Source: an optimization exercise on an open RTL-to-GDS flow (aim: small area, a short achievable clock period and few clock cycles). Production flows keep margins and buffers that such runs may drop.
Function was checked by simulation only, so behaviour that the tests miss may differ from the original.
Power figures rest on the tool's default switching activity, not on a simulated workload.

--- design/flow/design.v ---
package isa_pkg;
    typedef enum logic [6:0] {
        OP_LOAD  = 7'b0000011,
        OP_STORE = 7'b0100011
    } opcode_e;
    typedef enum logic [2:0] {
        F3_B  = 3'b000,
        F3_H  = 3'b001,
        F3_W  = 3'b010,
        F3_BU = 3'b100,
        F3_HU = 3'b101
    } funct3_e;
endpackage
package lsu_pkg;
    typedef enum logic [1:0] {
        SIZE_B = 2'd0,
        SIZE_H = 2'd1,
        SIZE_W = 2'd2
    } acc_size_e;
    typedef struct packed {
        logic                     is_load;
        logic                     is_signed;
        acc_size_e                size;
        logic [8-1:0] addr;
        logic [3:0]               wmask;
        logic [32-1:0]     wdata;
    } lsu_entry_t;
    typedef enum logic {
        ISSUE_IDLE = 1'b0,
        ISSUE_WAIT = 1'b1
    } issue_state_e;
endpackage
module lsu_top (
    input  logic                 clk_i,
    input  logic                 rst_n_i,
    input  logic                 req_i,
    output logic                 ack_o,
    input  logic [32-1:0] inst_i,
    input  logic [32-1:0] rs1_i,
    input  logic [32-1:0] rs2_i,
    output logic                 wb_valid_o,
    output logic [32-1:0] wb_data_o,
    output logic                 fault_o
);
    localparam int AW    = 8;
    localparam int WORDS = 2 ** (AW - 2);
    localparam int GRP   = 8;
    localparam int NGRP  = WORDS / GRP;
    logic          ack_q;
    logic          fault_q;
    logic          ld_q;
    logic [1:0]    off_q;
    logic [2:0]    f3_q;
    logic [31:0]   rword_q;
    logic          wb_valid_q;
    logic [31:0]   wb_data_q;
    logic          is_load;
    logic          is_store;
    logic [2:0]    funct3;
    logic [AW-1:0] imm;
    logic [AW-1:0] addr;
    logic          f3_ok;
    logic          aligned;
    logic          legal;
    logic          accept;
    logic          wr;
    logic [3:0]    wmask;
    logic [31:0]   wdata;
    assign is_load  = inst_i[6:0] == isa_pkg::OP_LOAD;
    assign is_store = inst_i[6:0] == isa_pkg::OP_STORE;
    assign funct3   = inst_i[14:12];
    assign imm      = is_store ? {inst_i[AW+19:25], inst_i[11:7]} : inst_i[AW+19:20];
    assign addr     = rs1_i[AW-1:0] + imm;
    always_comb begin
        case (funct3)
            3'b000, 3'b001, 3'b010: f3_ok = 1'b1;
            3'b100, 3'b101:         f3_ok = is_load;
            default:                f3_ok = 1'b0;
        endcase
        case (funct3[1:0])
            2'b01:   aligned = ~addr[0];
            2'b10:   aligned = addr[1:0] == 2'b00;
            default: aligned = 1'b1;
        endcase
    end
    assign legal  = (is_load || is_store) && f3_ok && aligned;
    assign accept = req_i && !ack_q;
    assign wr     = accept && legal && is_store;
    always_comb begin
        case (funct3[1:0])
            2'b00: begin
                wmask = 4'b0001 << addr[1:0];
                wdata = {4{rs2_i[7:0]}};
            end
            2'b01: begin
                wmask = addr[1] ? 4'b1100 : 4'b0011;
                wdata = {2{rs2_i[15:0]}};
            end
            default: begin
                wmask = 4'b1111;
                wdata = rs2_i;
            end
        endcase
    end
    logic [GRP-1:0]  lo_sel;
    logic [NGRP-1:0] hi_sel;
    always_comb begin
        lo_sel = '0;
        hi_sel = '0;
        lo_sel[addr[4:2]]    = 1'b1;
        hi_sel[addr[AW-1:5]] = 1'b1;
    end
    logic [31:0] mem [WORDS];
    for (genvar w = 0; w < WORDS; w++) begin : g_word
        for (genvar b = 0; b < 4; b++) begin : g_byte
            logic we;
            assign we = wr & hi_sel[w / GRP] & lo_sel[w % GRP] & wmask[b];
            always_ff @(posedge clk_i) begin
                if (we) begin
                    mem[w][8*b +: 8] <= wdata[8*b +: 8];
                end
            end
        end
    end
    logic [31:0] grp [NGRP];
    logic [31:0] rword;
    always_comb begin
        for (int g = 0; g < NGRP; g++) begin
            grp[g] = '0;
            for (int k = 0; k < GRP; k++) begin
                grp[g] = grp[g] | (mem[g*GRP+k] & {32{lo_sel[k]}});
            end
        end
        rword = '0;
        for (int g = 0; g < NGRP; g++) begin
            rword = rword | (grp[g] & {32{hi_sel[g]}});
        end
    end
    always_ff @(posedge clk_i) begin
        if (!rst_n_i) begin
            ack_q      <= 1'b0;
            fault_q    <= 1'b0;
            ld_q       <= 1'b0;
            wb_valid_q <= 1'b0;
        end else begin
            ack_q      <= req_i;
            fault_q    <= accept && !legal;
            ld_q       <= accept && legal && is_load;
            wb_valid_q <= ld_q;
        end
    end
    always_ff @(posedge clk_i) begin
        rword_q <= rword;
        off_q   <= addr[1:0];
        f3_q    <= funct3;
    end
    logic [7:0]  b0;
    logic [7:0]  b1;
    logic        sx;
    logic [31:0] ext;
    always_comb begin
        case (off_q)
            2'd0:    b0 = rword_q[7:0];
            2'd1:    b0 = rword_q[15:8];
            2'd2:    b0 = rword_q[23:16];
            default: b0 = rword_q[31:24];
        endcase
        b1 = off_q[1] ? rword_q[31:24] : rword_q[15:8];
        case (f3_q[1:0])
            2'b00: begin
                sx  = ~f3_q[2] & b0[7];
                ext = {{24{sx}}, b0};
            end
            2'b01: begin
                sx  = ~f3_q[2] & b1[7];
                ext = {{16{sx}}, b1, b0};
            end
            default: begin
                sx  = 1'b0;
                ext = rword_q;
            end
        endcase
    end
    always_ff @(posedge clk_i) begin
        wb_data_q <= ext;
    end
    assign ack_o      = ack_q;
    assign fault_o    = fault_q;
    assign wb_valid_o = wb_valid_q;
    assign wb_data_o  = wb_data_q;
endmodule
--- design/flow/run.sh ---
#!/bin/bash
# synth_recipe.tcl (not shown) runs the flow's synth.tcl, then flattens the netlist and writes it again
# the make line also repeats each setting of config.mk as NAME=value (left out here)
make -C /OpenROAD-flow-scripts/flow DESIGN_CONFIG=/design/flow/config.mk WORK_HOME=/design/flow/orfs CLKGATE_MAP_FILE= SYNTH_SCRIPT=/design/flow/synth_recipe.tcl finish
--- design/flow/config.mk ---
export PLATFORM = sky130hd
export DESIGN_NAME = lsu_top
export DESIGN_NICKNAME = lsu_top
export VERILOG_FILES = /design/flow/design.v
export SDC_FILE = /design/flow/constraint.sdc
export NUM_CORES = 4
export LEC_CHECK = 0
export CAP_MARGIN = 20
export CORE_MARGIN = 2
export CORE_UTILIZATION = 40
export SETUP_SLACK_MARGIN = 2.5
export SLEW_MARGIN = 20
--- design/flow/constraint.sdc ---
create_clock -name core_clock -period 5.0 [get_ports {clk_i}]
set_input_delay 1.0000 -clock core_clock [delete_from_list [all_inputs] [get_ports {clk_i}]]
set_output_delay 1.0000 -clock core_clock [all_outputs]
set_load 0.01 [all_outputs]
==> run summary <==
## placed cells by master, fill, tap and decap left out, types with 44 or more instances in the layout
master,n
clkbuf_16,212
clkdlybuf4s50_1,85
nand2_1,250
mux2i_1,239
mux2_2,113
a222oi_1,78
a221oi_1,53
a21oi_1,100
a22oi_1,353
a31oi_1,81
o21ai_0,47
nor2_1,55
and3_1,44
nor2_4,146
o22a_1,100
nand3_1,88
buf_12,323
buf_4,682
dfxtp_1,73
edfxtp_1,2048
nor2_2,108
buf_6,82
## final timing paths
check / startpoint / to / slack (ns) / cells after the start
max: inst_i[2] / rword_q[4] / -0.11 / 25
min: ld_q / wb_valid_q / 0.43 / 1
max reg2reg: mem[8][30] / rword_q[30] / 2.66 / 7
min reg2reg: ld_q / wb_valid_q / 0.43 / 1
## cell type report
type | instances | area [um2] | share of cell area [%]
Inverter | 19 | 83.8 | 0.0775
Clock buffer | 242 | 5310 | 4.91
Antenna cell | 1 | 2.50 | 0.00231
Tap cell | 2672 | 3340 | 3.09
Timing Repair Buffer | 1247 | 14800 | 13.7
Multi-Input combinational cell | 2409 | 20200 | 18.7
Clock inverter | 135 | 1460 | 1.35
Sequential cell | 2121 | 63000 | 58.2
## registers in the layout, summed over array words and instances, names as in the netlist
signal and cells:
ack_q 1, f3_q 3, fault_q 1, ld_q 1, mem 2048, off_q 2, rword_q 32, wb_data_q 32
wb_valid_q 1
## power groups by stage
stage | Combinational [mW] | Sequential [mW] | Clock [mW]
finish | 10.2 | 20.2 | 15.6
global route | 10.5 | 20.2 | 16.4
CTS | 9.35 | 20.2 | 15.8
detailed placement | 8.32 | 20.6 | 0
global placement | 8.25 | 20.6 | 0
floorplan | 3.82 | 20.3 | 0
## cell families (layout without fill, tap and decap cells)
group | after synthesis | after routing | share of synthesized area (%)
AO/OA/AOI/OAI | 1125 | 1125 | 10.4
XOR/XNOR | 10 | 10 | 0.108
adder cells (fa/ha/maj) | 17 | 17 | 0.271
buffers and inverters | 336 | 1643 | 1.85
flip-flops | 2121 | 2121 | 77.5
multiplexers | 408 | 408 | 5.29
other | 0 | 1 | 0
AND/OR/NAND/NOR | 849 | 849 | 4.57
## per-stage QoR
stage,area (um2),hold slack [ns],instances,setup TNS [ns]
finish,108000,0.432,8846,-0.267
global route,108000,0.453,8845,-1.05
floorplan,82800,0.406,4866,-614.46
global placement,96500,0.416,8275,-1911.92
CTS,106000,0.437,8762,0
detailed placement,96500,0.420,8275,-1924.34
## metal layers
metal  track usage (%)  wire, um  share of wire (%)  vias up
li1                  -         -                  -    22038
met1              36.0    108000                 40    27164
met2              39.1    123000                 46     2937
met3              4.24     27000                 10      474
met4              9.81     12000                4.4        2
met5                 0         7             0.0026        -
## repair_timing
action | CTS | global route
hold endpoints to repair | 0 | 0
gates resized for setup | 295 | 279
buffers inserted | 95 | 75
setup endpoints to repair | 3447 | 3534
cloned | 15 | 8
pin swaps | 124 | 173
==> flow_summary.json <==
{
  "status": "complete, but fails checks",
  "violations": "setup timing",
  "design.die.area_um2": 207000,
  "rsz0062_at_grt": "true",
  "seq_power_share_pct": 43.9,
  "crit_fanout": 8,
  "crit_top_cell": "buf_12",
  "p_clk_share_pct": 34.0,
  "synth_edf_count": 2048,
  "p_sw_share_pct": 28.1,
  "ys_seq_area_share_pct": 77.5,
  "cp_slowest_cell": "a222oi_1",
  "ys_warn_count": 3,
  "cts_tree": "yes",
  "drtIter0Drc": 6758,
  "fillers": 15836,
  "internal-power_mw": 33.1,
  "maxSlewHeadroom_pct": 15.7,
  "drive_above_1_share_pct": 34.6,
  "cts_buffer_depth": 3,
  "setup_violations": 5,
  "clock_latency_ns": 0.87,
  "ys_async_sr_fraction_pct": 0,
  "mappedNetlistNets": 4982,
  "place_congestion": 0.943,
  "dominantRegCellSynth": "edfxtp_1",
  "ios": 134,
  "synth.area.top_cells": "edfxtp_1, a22oi_1, mux2i_1, dfxtp_1, mux2_2",
  "syn_area_um2": 81300,
  "worst_slack_ns": -0.114,
  "final_util_pct": 53.5,
  "min_path_type": "flop to flop",
  "grt_max_degree": 67,
  "cts-buffers-inserted": 203,
  "path_clk_slew_ns": 0.07,
  "cp.arrival_ns": 5.90,
  "die_h_um": 455,
  "grtUsageTotal_pct": 25.3,
  "critPathBufInv": 9,
  "synth_cell_types": 74,
  "cts_htree_levels": 4,
  "antenna_found_initial": 7,
  "drv_slew": 0,
  "wl_mm": 270,
  "maxCapViolCount": 0,
  "worst_pin_slew_ns": 1.25,
  "first_global_vias": 50166,
  "finalCritPeriodShare_pct": 102,
  "core_um2": 202000,
  "drt-wirelength-per-cell_um": 30.6,
  "via_per_inst": 5.95,
  "rows": 165,
  "cp_data_required_time_ns": 5.78,
  "crit_path_end_kind": "flop",
  "yosysTopAreaCell": "edfxtp_1",
  "remaining_drc_errors": 0,
  "clock.fmax_mhz": 196,
  "p_comb_share_pct": 22.1,
  "crit_path_max_incr_delay_ns": 0.63,
  "grt_pass1_wl_mm": 374,
  "finalCriticalPeriod_ns": 5.11,
  "dr.pass1.iters": 9,
  "path_class": "primary input to flop",
  "hold_buffers": 0,
  "ir_drop_v": 0.000378,
  "fin_nets": 6117,
  "netlist_top_cells_count": "edfxtp_1, a22oi_1, nor2_1, nand2_1, mux2i_1",
  "overflow": 0,
  "avgSynthCellArea_um2": 16.7,
  "die_w_um": 455,
  "yosysMostFrequentCell": "edfxtp_1",
  "finalPower_mw": 46.0,
  "cts_root_buf": "clkbuf_16",
  "syn_to_final_growth_pct": 33.1,
  "power_density_nw_per_um2": 426,
  "yosysTopAreaCellShare_pct": 75.7,
  "final_antenna_net_count": 0,
  "vias": 52615,
  "hold_violations": 0,
  "fin_skew_ns": 0.0535,
  "portBuffers": 100,
  "start_util_pct": 40.2,
  "synth_cells": 4866,
  "critPathTopFamily": "buffers and inverters",
  "synth-seq-cells": 2121,
  "hpwl_mm": 176,
  "leakage_nw": 36.4,
  "dpl_worst_slack_ns": -1.77,
  "power_switching_mw": 12.9,
  "cts.sinks": 2121,
  "startpoint_type": "primary input"
}
Testbench counts, summed over its fixed seeds: cycles 32,000.

afterwards: timing with drivers on the ports:
No port has a modelled driver above. Below, the same layout with a new extraction and two added sets of constraints. Step 1 (the two cells are an assumption about what drives the block):
set clk [get_ports {clk_i}]
set_driving_cell -lib_cell sky130_fd_sc_hd__clkbuf_16 $clk
set_driving_cell -lib_cell sky130_fd_sc_hd__buf_2 [delete_from_list [all_inputs] $clk]
Step 2 also shifts input and output timing later by t, the mid clock arrival at the registers, as if the neighbouring blocks saw the same clock. Three values: ideal ports, drivers, drivers and shift; two values: the first two.
shift t [ns]: 0.940
setup slack, ns: -0.114 / -0.062 / -1.002
worst slew at a driven data input, ns: 0.34
For this run, drivers alone change the setup slack by +0.052 ns; drivers and shift together by -0.888 ns.
